Context: an optimization exercise on an open-source flow, tuned for small area. The choices shown serve that exercise and are no tape-out recipe. Only simulation tests tie the RTL to the original design; equivalence was not proved. Power and IR drop assume default switching activity.

==> design.v <==
package issue_pkg;
  typedef struct packed {
    logic [6-1:0]                                   opcode;
    logic [5-1:0]                                  rs;
    logic [5-1:0]                                  rt;
    logic [5-1:0]                                  rd;
    logic [32-6-3*5-1:0]      unused;
  } r_form_t;
  typedef struct packed {
    logic [6-1:0]                                   opcode;
    logic [5-1:0]                                  rs;
    logic [5-1:0]                                  rt;
    logic [32-6-2*5-1:0]      imm;
  } i_form_t;
  typedef union packed {
    r_form_t r_form;
    i_form_t i_form;
  } instr_u;
  typedef struct packed {
    logic                       valid;
    logic [32-1:0]     pc;
    logic [6-1:0] id;
    instr_u                     instr;
  } queue_entry_t;
  typedef queue_entry_t issue_lane_t;
  typedef enum logic [1:0] {
    pipe_any,
    pipe_branch,
    pipe_memory
  } pipe_class_e;
  typedef struct packed {
    logic [5-1:0] src0;
    logic [5-1:0] src1;
    logic [5-1:0] dest;
    logic                      use_src0;
    logic                      use_src1;
    logic                      use_dest;
    pipe_class_e               pipe;
  } slot_info_t;
endpackage
module issue_queue (
  input  logic                    clk,
  input  logic                    rst_n,
  input  logic                    flush,
  input  logic                    push,
  input  issue_pkg::queue_entry_t in_pair0,
  input  issue_pkg::queue_entry_t in_pair1,
  input  logic [1:0]              pop_mask,
  output issue_pkg::queue_entry_t head0,
  output issue_pkg::queue_entry_t head1,
  output logic                    full
);
  localparam int DEPTH = 8;
  localparam int PTR_W = $clog2(DEPTH);
  logic [70:0]                 mem [0:DEPTH-1];   
  logic [PTR_W-1:0] rd_ptr;
  logic [PTR_W-1:0] wr_ptr;
  logic [PTR_W-1:0] rd_ptr_nx;
  logic [PTR_W-1:0] wr_ptr_nx;
  logic [PTR_W:0]   count;
  logic [PTR_W:0]   count_nx;
  logic [PTR_W:0]   push_n;
  logic [PTR_W:0]   pop_n;
  logic             accept;
  issue_pkg::queue_entry_t     wr_first;
  issue_pkg::queue_entry_t     wr_second;
  assign accept    = push && !full && !flush;
  assign push_n    = accept ? (PTR_W+1)'(in_pair0.valid) + (PTR_W+1)'(in_pair1.valid) : '0;
  assign pop_n     = (PTR_W+1)'(pop_mask[0]) + (PTR_W+1)'(pop_mask[1]);
  assign count_nx  = count + push_n - pop_n;
  assign rd_ptr_nx = rd_ptr + PTR_W'(1);
  assign wr_ptr_nx = wr_ptr + PTR_W'(1);
  assign wr_first  = in_pair0.valid ? in_pair0 : in_pair1;
  assign wr_second = in_pair1;
  always_ff @(posedge clk) begin
    if (!rst_n || flush) begin
      rd_ptr <= '0;
      wr_ptr <= '0;
      count  <= '0;
      full   <= 1'b0;
    end else begin
      rd_ptr <= rd_ptr + pop_n[PTR_W-1:0];
      wr_ptr <= wr_ptr + push_n[PTR_W-1:0];
      count  <= count_nx;
      full   <= count_nx > (PTR_W+1)'(DEPTH - 2);   
    end
  end
  always_ff @(posedge clk) begin
    if (push_n != '0) begin
      mem[wr_ptr] <= wr_first;
    end
    if (push_n == (PTR_W+1)'(2)) begin
      mem[wr_ptr_nx] <= wr_second;
    end
  end
  assign head0 = (count != '0) ? mem[rd_ptr] : '0;
  assign head1 = (count > (PTR_W+1)'(1)) ? mem[rd_ptr_nx] : '0;
endmodule
module operand_decode (
  input  issue_pkg::instr_u     instr,
  output issue_pkg::slot_info_t info
);
  logic [6-1:0] op;
  assign op = instr.r_form.opcode;
  always_comb begin
    info      = '0;
    info.pipe = issue_pkg::pipe_any;
    case (op[6-1 -: 2])
      2'b00: begin
        if (op != 6'h00) begin
          info.src0     = instr.r_form.rs;
          info.src1     = instr.r_form.rt;
          info.dest     = instr.r_form.rd;
          info.use_src0 = 1'b1;
          info.use_src1 = 1'b1;
          info.use_dest = 1'b1;
        end
        if (op == 6'h0c || op == 6'h0d) begin
          info.pipe = issue_pkg::pipe_branch;   
        end
      end
      2'b01: begin
        info.src0     = instr.i_form.rs;
        info.dest     = instr.i_form.rt;
        info.use_src0 = 1'b1;
        info.use_dest = 1'b1;
        if (op == 6'h1c || op == 6'h1d) begin
          info.pipe = issue_pkg::pipe_branch;
        end
      end
      2'b10: begin
        info.pipe = issue_pkg::pipe_memory;
        if (op == 6'h20) begin
          info.src0     = instr.i_form.rs;
          info.dest     = instr.i_form.rt;
          info.use_src0 = 1'b1;
          info.use_dest = 1'b1;
        end else if (op == 6'h21) begin
          info.src0     = instr.i_form.rs;
          info.src1     = instr.i_form.rt;   
          info.use_src0 = 1'b1;
          info.use_src1 = 1'b1;
        end
      end
      2'b11: begin
        info.pipe = issue_pkg::pipe_branch;
        if (op == 6'h30) begin
          info.src0     = instr.i_form.rs;
          info.use_src0 = 1'b1;
        end
      end
    endcase
  end
endmodule
module hazard_check (
  input  logic [1:0]                head_valid,
  input  issue_pkg::slot_info_t     slot0,
  input  issue_pkg::slot_info_t     slot1,
  input  logic                      load_valid,
  input  logic [5-1:0] load_dest,
  output logic [1:0]                ok_mask
);
  logic load_stall;
  logic pair_dep;
  logic slot0_reads_load;
  logic slot1_reads_load;
  logic slot1_reads_dest0;
  assign slot0_reads_load  = (slot0.use_src0 && slot0.src0 == load_dest) ||
                             (slot0.use_src1 && slot0.src1 == load_dest);
  assign slot1_reads_load  = (slot1.use_src0 && slot1.src0 == load_dest) ||
                             (slot1.use_src1 && slot1.src1 == load_dest);
  assign slot1_reads_dest0 = (slot1.use_src0 && slot1.src0 == slot0.dest) ||
                             (slot1.use_src1 && slot1.src1 == slot0.dest);
  assign load_stall = load_valid &&
                      ((head_valid[0] && slot0_reads_load) ||
                       (head_valid[1] && slot1_reads_load));
  assign pair_dep = slot0.use_dest && slot1_reads_dest0;
  assign ok_mask[0] = head_valid[0] && !load_stall;
  assign ok_mask[1] = ok_mask[0] && head_valid[1] && !pair_dep;   
endmodule
module pipe_steer (
  input  issue_pkg::slot_info_t slot0,
  input  issue_pkg::slot_info_t slot1,
  input  logic [1:0]            ok_mask,
  output logic [1:0]            issue_mask,
  output logic                  swap
);
  issue_pkg::pipe_class_e c0;
  issue_pkg::pipe_class_e c1;
  logic        lane_conflict;
  assign c0 = slot0.pipe;
  assign c1 = slot1.pipe;
  assign lane_conflict = (c0 == c1) && (c0 != issue_pkg::pipe_any);
  assign issue_mask    = lane_conflict ? (ok_mask & 2'b01) : ok_mask;
  always_comb begin
    case (issue_mask)
      2'b11:   swap = (c0 == issue_pkg::pipe_memory) || (c0 == issue_pkg::pipe_any && c1 == issue_pkg::pipe_branch);
      2'b01:   swap = (c0 == issue_pkg::pipe_memory);
      default: swap = 1'b0;
    endcase
  end
endmodule
module issue_lanes (
  input  logic                    clk,
  input  logic                    rst_n,
  input  logic                    flush,
  input  issue_pkg::queue_entry_t head0,
  input  issue_pkg::queue_entry_t head1,
  input  logic [1:0]              issue_mask,
  input  logic                    swap,
  output issue_pkg::issue_lane_t  lane0,
  output issue_pkg::issue_lane_t  lane1,
  output logic                    swapped
);
  issue_pkg::issue_lane_t lane0_q;
  issue_pkg::issue_lane_t lane1_q;
  logic [1:0]  lane_vld;
  always_ff @(posedge clk) begin
    if (!rst_n || flush) begin
      lane_vld <= 2'b00;
      swapped  <= 1'b0;
    end else begin
      lane_vld[0] <= swap ? issue_mask[1] : issue_mask[0];
      lane_vld[1] <= swap ? issue_mask[0] : issue_mask[1];
      swapped     <= swap;
    end
  end
  always_ff @(posedge clk) begin
    lane0_q <= swap ? head1 : head0;
    lane1_q <= swap ? head0 : head1;
  end
  always_comb begin
    lane0       = lane0_q;
    lane0.valid = lane_vld[0];
    lane1       = lane1_q;
    lane1.valid = lane_vld[1];
  end
endmodule
module issue_stage (
  input  logic                      clk,
  input  logic                      rst_n,
  input  logic                      flush,
  input  logic                      push,
  input  logic [70:0]               in_pair0,
  input  logic [70:0]               in_pair1,
  input  logic                      load_valid,
  input  logic [5-1:0] load_dest,
  output logic                      full,
  output logic [70:0]               lane0,
  output logic [70:0]               lane1,
  output logic                      swapped
);
  issue_pkg::queue_entry_t head0;
  issue_pkg::queue_entry_t head1;
  issue_pkg::slot_info_t   info0;
  issue_pkg::slot_info_t   info1;
  logic [1:0]   ok_mask;
  logic [1:0]   issue_mask;
  logic         swap;
  issue_queue i_queue (
    .clk      (clk),
    .rst_n    (rst_n),
    .flush    (flush),
    .push     (push),
    .in_pair0 (in_pair0),
    .in_pair1 (in_pair1),
    .pop_mask (issue_mask),   
    .head0    (head0),
    .head1    (head1),
    .full     (full)
  );
  operand_decode i_decode0 (
    .instr (head0.instr),
    .info  (info0)
  );
  operand_decode i_decode1 (
    .instr (head1.instr),
    .info  (info1)
  );
  hazard_check i_hazard (
    .head_valid ({head1.valid, head0.valid}),
    .slot0      (info0),
    .slot1      (info1),
    .load_valid (load_valid),
    .load_dest  (load_dest),
    .ok_mask    (ok_mask)
  );
  pipe_steer i_steer (
    .slot0      (info0),
    .slot1      (info1),
    .ok_mask    (ok_mask),
    .issue_mask (issue_mask),
    .swap       (swap)
  );
  issue_lanes i_lanes (
    .clk        (clk),
    .rst_n      (rst_n),
    .flush      (flush),
    .head0      (head0),
    .head1      (head1),
    .issue_mask (issue_mask),
    .swap       (swap),
    .lane0      (lane0),
    .lane1      (lane1),
    .swapped    (swapped)
  );
endmodule
==> run.sh <==
#!/bin/bash
# synth_recipe.tcl (not shown) runs the flow's synth.tcl, then flattens the netlist and writes it again
# the make line also repeats each setting of config.mk as NAME=value (left out here)
make -C /OpenROAD-flow-scripts/flow DESIGN_CONFIG=/design/flow/config.mk WORK_HOME=/design/flow/orfs CLKGATE_MAP_FILE= SYNTH_SCRIPT=/design/flow/synth_recipe.tcl finish
==> config.mk <==
export PLATFORM = sky130hd
export DESIGN_NAME = issue_stage
export DESIGN_NICKNAME = issue_stage
export VERILOG_FILES = /design/flow/design.v
export SDC_FILE = /design/flow/constraint.sdc
export NUM_CORES = 4
export LEC_CHECK = 0
export CAP_MARGIN = 20
export CORE_MARGIN = 2
export CORE_UTILIZATION = 40
export SLEW_MARGIN = 20
==> constraint.sdc <==
create_clock -name core_clock -period 5.5 [get_ports {clk}]
set_input_delay 1.1000 -clock core_clock [delete_from_list [all_inputs] [get_ports {clk}]]
set_output_delay 1.1000 -clock core_clock [all_outputs]
set_load 0.01 [all_outputs]
==> metrics list <==
- The run finished with no timing, DRC or antenna violations.
- Core area: 98000 um^2
- TritonCTS built the clock tree.
- Largest net degree at the start of global routing: 143
- Cells with a size suffix above 1 make up 17.4% of the layout.
* Final wirelength: 123000 um
- Capture point of the worst reg-to-reg path: i_queue.full
- The H-tree was split into 3 levels.
- # nets final: 3718
- The number of pins exceeding their max-slew limit in the final report is 0.
* Total of max-cap violations: 0
* RSZ-0062 raised after global routing: no
- In this run the tightest slew margin relative to its limit is between 20% and 30%.
- Number of vias after detailed routing: 28716
- Maximum vdd ir drop: between 0.0003 and 0.0004 V
- The first global-routing pass estimated 183000 um of wire.
* Detail-routed net length per standard cell: 25.2 um
* DIE HEIGHT: 318 um
- Synthesized cell area: 39400 um^2
* Post-CTS setup repair buffer count: 0
- Number of enable flip-flop cells after synthesis: roughly 570
* Classification of the worst setup path: flop to flop
- Post-cts hold buffer count: 0
- Along the worst path, the maximum fanout reaches 17.
- Most frequent standard cell in the layout excluding fill and tap cells: sky130_fd_sc_hd__a21oi_1
* Cell area after layout: approximately 47000 um^2
- PortBufs: 295
* Endpoint class of the critical path: flop
* Clock root cell: sky130_fd_sc_hd__clkbuf_16
* FF-to-FF Start: i_queue.rd_ptr[1]
- Post-route setup TNS: 0 ns
- Final cycle utilization of the critical path: a little over nine tenths
* Via count of the first global-routing pass: 27691
- Clock-pin slew on the worst setup and hold paths: 0.06 ns
- Counting every net in the synthesized netlist gives 3566.
- For this run, the leading register cell type out of synthesis is sky130_fd_sc_hd__edfxtp_1.
- Number of vias per cell: 5.86
- Counting instances, the worst hold path has a depth of 4.
- Synthesized area per cell: roughly 12 um^2
* IO Pins: 296
- End point of the worst hold path: i_queue.count[3]
- Critical hold path startpoint: i_queue.count[3]
* Endpoint required time on the critical path: 6.03 ns
- Detailed-router iteration count before antenna repair: 5
- The worst setup path is launched from a flop.
- Post-Route Skew: 0.0285 ns
* Total setup violations reported at the end of the flow: 0
* RePlAce Congestion: 0.877
- Portion of the post-synthesis area used by sequential elements: 51.1%
- Synth async-reset ratio: 0%
- The die covers 101000 um^2.
- PwrDens: 414 nW/um^2
* Flip-flop and latch count after synthesis: 722
* Number of buffers created by CTS: 81
- At the pin with the least slew margin, the transition time is 1.06 ns.
- Max clock buf depth: 3
- Counting cells, the worst reg-to-reg path comes to 21.
* Total of warnings raised by yosys: 4
- For this design, the sink count on the clock tree is 722.
- Critical path arrival: 5.76 ns
- Final critical delay including setup and external delays: 5.23 ns
- Reported leakage power: 16.3 nW
* Class of the tightest hold or removal check: flop to flop
- Achievable frequency: around 190 MHz
- Synthesized netlist cell count: 3396
- Hold Vio Cnt, Final: 0
- The clock reaches the later pin of the worst-skew pair after 0.65 ns.
- Antenna violations before repair: 8
- Measured along the x axis, the die boundary spans about 320 um.
- For flop-to-flop paths, the worst setup slack is 0.27 ns.
- Total global routing overflow: 0
- Antenna-violating nets left: 0
- After detailed routing, the number of remaining DRC violations is 0.
- Post-synth cell types: 76
- Summed over all nets, the half-perimeter wirelength after detailed placement is 74800 um.
* Top library cells by usage in the layout, fill and taps aside: sky130_fd_sc_hd__a21oi_1, sky130_fd_sc_hd__nor2_1, sky130_fd_sc_hd__edfxtp_1
* Post-cts repair resize count: 0
- From synthesis to final layout, the design area changed by 18.2%.
- The initial utilization of the core area, before any placement, comes to between 40% and 50%.
* Area after DPL: roughly 44000 um^2
- Fin Hold WS: ~0.7 ns
- Placement row count: 115
* Number of DRC violations after detailed-routing iteration 0: about 3300
- For this run, the total global-route usage over all layers was measured as a little under a quarter.
## critical path, stage by stage, from the launching register on
cell and delay [ns]:
sky130_fd_sc_hd__dfxtp_4 0.37, sky130_fd_sc_hd__ha_4 0.47, sky130_fd_sc_hd__buf_12 0.22, sky130_fd_sc_hd__buf_4 0.19, sky130_fd_sc_hd__mux2i_1 0.09, sky130_fd_sc_hd__nand3_1 0.08
sky130_fd_sc_hd__and4_1 0.42, sky130_fd_sc_hd__o22ai_1 0.13, sky130_fd_sc_hd__nand2_1 0.08, sky130_fd_sc_hd__a31oi_1 0.07, sky130_fd_sc_hd__or4_1 0.59, sky130_fd_sc_hd__nor4_1 0.43
sky130_fd_sc_hd__a2111oi_0 0.13, sky130_fd_sc_hd__ha_1 0.27, sky130_fd_sc_hd__fa_1 0.52, sky130_fd_sc_hd__inv_1 0.05, sky130_fd_sc_hd__ha_1 0.27, sky130_fd_sc_hd__a21o_1 0.18
sky130_fd_sc_hd__a21oi_1 0.17, sky130_fd_sc_hd__xnor2_1 0.14, sky130_fd_sc_hd__nor2_1 0.06, sky130_fd_sc_hd__a21o_1 0.18
## cell families (layout without fill, tap and decap cells)
kind of cell | Yosys count | count (layout) | synth area share (%)
xor+xnor | 31 | 31 | 0.728
other cells | 0 | 2 | 0
compound gates | 738 | 738 | 10.0
buf+inv | 360 | 579 | 4.05
flops | 722 | 722 | 51.1
simple gates | 933 | 933 | 9.63
fa+ha+maj | 18 | 18 | 0.648
mux | 594 | 594 | 23.8
## area by class of cell
class | count | area, um^2
inverter | 26 | 97.6
timing repair buffer | 403 | 4090
multi-input combinational | 2314 | 17900
clock buffer | 112 | 2320
tap | 1287 | 1610
fill | 8576 | 51400
antenna | 2 | 5.00
sequential | 722 | 20200
clock inverter | 38 | 395
## how the worst max path moves through the flow
stage | startpoint | to | cells after the start
2_1_floorplan | in_pair0[70] | i_queue.mem[2][0] | 7
3_3_place_gp | i_queue.rd_ptr[0] | i_queue.full | 18
3_5_place_dp | i_queue.rd_ptr[0] | i_queue.full | 18
4_1_cts | i_queue.rd_ptr[0] | i_queue.full | 18
5_1_grt | i_queue.rd_ptr[0] | i_queue.full | 20
6_report | i_queue.rd_ptr[1] | i_queue.full | 21
## metal layers
layer | global-route usage, % | part of all wire (%) | up-vias
li1 | - | - | 12885
met1 | 33.3 | 42 | 14241
met2 | 39.2 | 47 | 1383
met3 | 3.68 | 8.3 | 195
met4 | 6.81 | 2.3 | 12
met5 | 0 | 0.053 | -
## per-stage QoR
| step | util (%) | instances | power, mW | worst slack (ns) |
|---|---|---|---|---|
| after detailed placement | 44.7 | 4752 | 13.8 | 0.295 |
| after CTS | 47.5 | 4902 | 19.3 | 0.279 |
| after floorplan | - | 3396 | 11.1 | -0.797 |
| after global placement | 44.7 | 4752 | 13.7 | 0.320 |
| after global routing | 47.5 | 4904 | 20.1 | 0.0102 |
| final | 47.5 | 4904 | 19.3 | 0.270 |
## where the power goes
group	switching, mW	leakage, nW	total, mW	internal [mW]
clock network	2.28	1.34	5.57	3.29
registers	0.186	6.39	6.59	6.40
logic	3.86	8.53	7.13	3.27
total	6.32	16.3	19.3	13.0
## flip-flops by register name, indices dropped and copies added, names as in the netlist
register and cells:
i_queue.full 1, i_lanes.lane1_q 70, i_queue.mem 568, i_queue.rd_ptr 3, i_lanes.swapped 1, i_queue.wr_ptr 3
i_lanes.lane0_q 70, i_queue.count 4, i_lanes.lane_vld 2
## synthesized netlist by cell type, types with 4 or more instances
cell type	instances	area, um^2
sky130_fd_sc_hd__fa_1	4	80.1
sky130_fd_sc_hd__buf_2	30	150
sky130_fd_sc_hd__a211oi_1	4	30.0
sky130_fd_sc_hd__ha_1	14	175
sky130_fd_sc_hd__nor2_1	641	2410
sky130_fd_sc_hd__buf_12	6	120
sky130_fd_sc_hd__edfxtp_1	568	17100
sky130_fd_sc_hd__o21ai_0	15	75.1
sky130_fd_sc_hd__nand4_1	10	62.6
sky130_fd_sc_hd__and4_1	10	87.6
sky130_fd_sc_hd__a22oi_1	12	90.1
sky130_fd_sc_hd__a21o_1	14	105
sky130_fd_sc_hd__nand2b_1	6	37.5
sky130_fd_sc_hd__a32oi_1	4	35.0
sky130_fd_sc_hd__xnor2_1	13	114
sky130_fd_sc_hd__nor3_1	14	70.1
sky130_fd_sc_hd__buf_6	11	124
sky130_fd_sc_hd__o31ai_1	4	30.0
sky130_fd_sc_hd__buf_1	100	375
sky130_fd_sc_hd__or2_2	8	50.1
sky130_fd_sc_hd__mux2_4	60	901
sky130_fd_sc_hd__nand3_1	33	165
sky130_fd_sc_hd__inv_1	26	97.6
sky130_fd_sc_hd__mux4_2	245	5520
sky130_fd_sc_hd__xor2_1	16	140
sky130_fd_sc_hd__buf_4	7	52.6
sky130_fd_sc_hd__nor4_1	4	25.0
sky130_fd_sc_hd__dfxtp_1	154	3080
sky130_fd_sc_hd__a21oi_1	646	3230
sky130_fd_sc_hd__nand2_1	182	683
sky130_fd_sc_hd__mux2i_1	249	2490
sky130_fd_sc_hd__mux2_2	40	450
sky130_fd_sc_hd__clkbuf_1	180	676
sky130_fd_sc_hd__and2_1	8	50.1
sky130_fd_sc_hd__o22ai_1	4	25.0

afterwards: timing with drivers on the ports:
The flow's constraints put no driver on any port. The routed layout listed below was extracted and timed again, unchanged, in two steps. Step 1, drivers: a clkbuf_16 drives clk and a buf_2 each remaining input, both assumed. Step 2 also shifts input and output timing later by t, the mid clock arrival at the registers, as if the neighbouring blocks saw the same clock. Three values: ideal, step 1, step 2; two values: the first two.
t (ns): 0.710
slack for setup (ns): 0.270 / 0.270 / 0.270
hold slack, ns: 0.707 / 0.707 / 0.707
worst register clock-pin slew, ns: 0.06 / 0.06
cell pins on the clock port's net: 1
After both steps setup and hold are still met in this run. For this run, drivers alone change the setup slack by 0.000 ns; drivers and shift together by 0.000 ns.
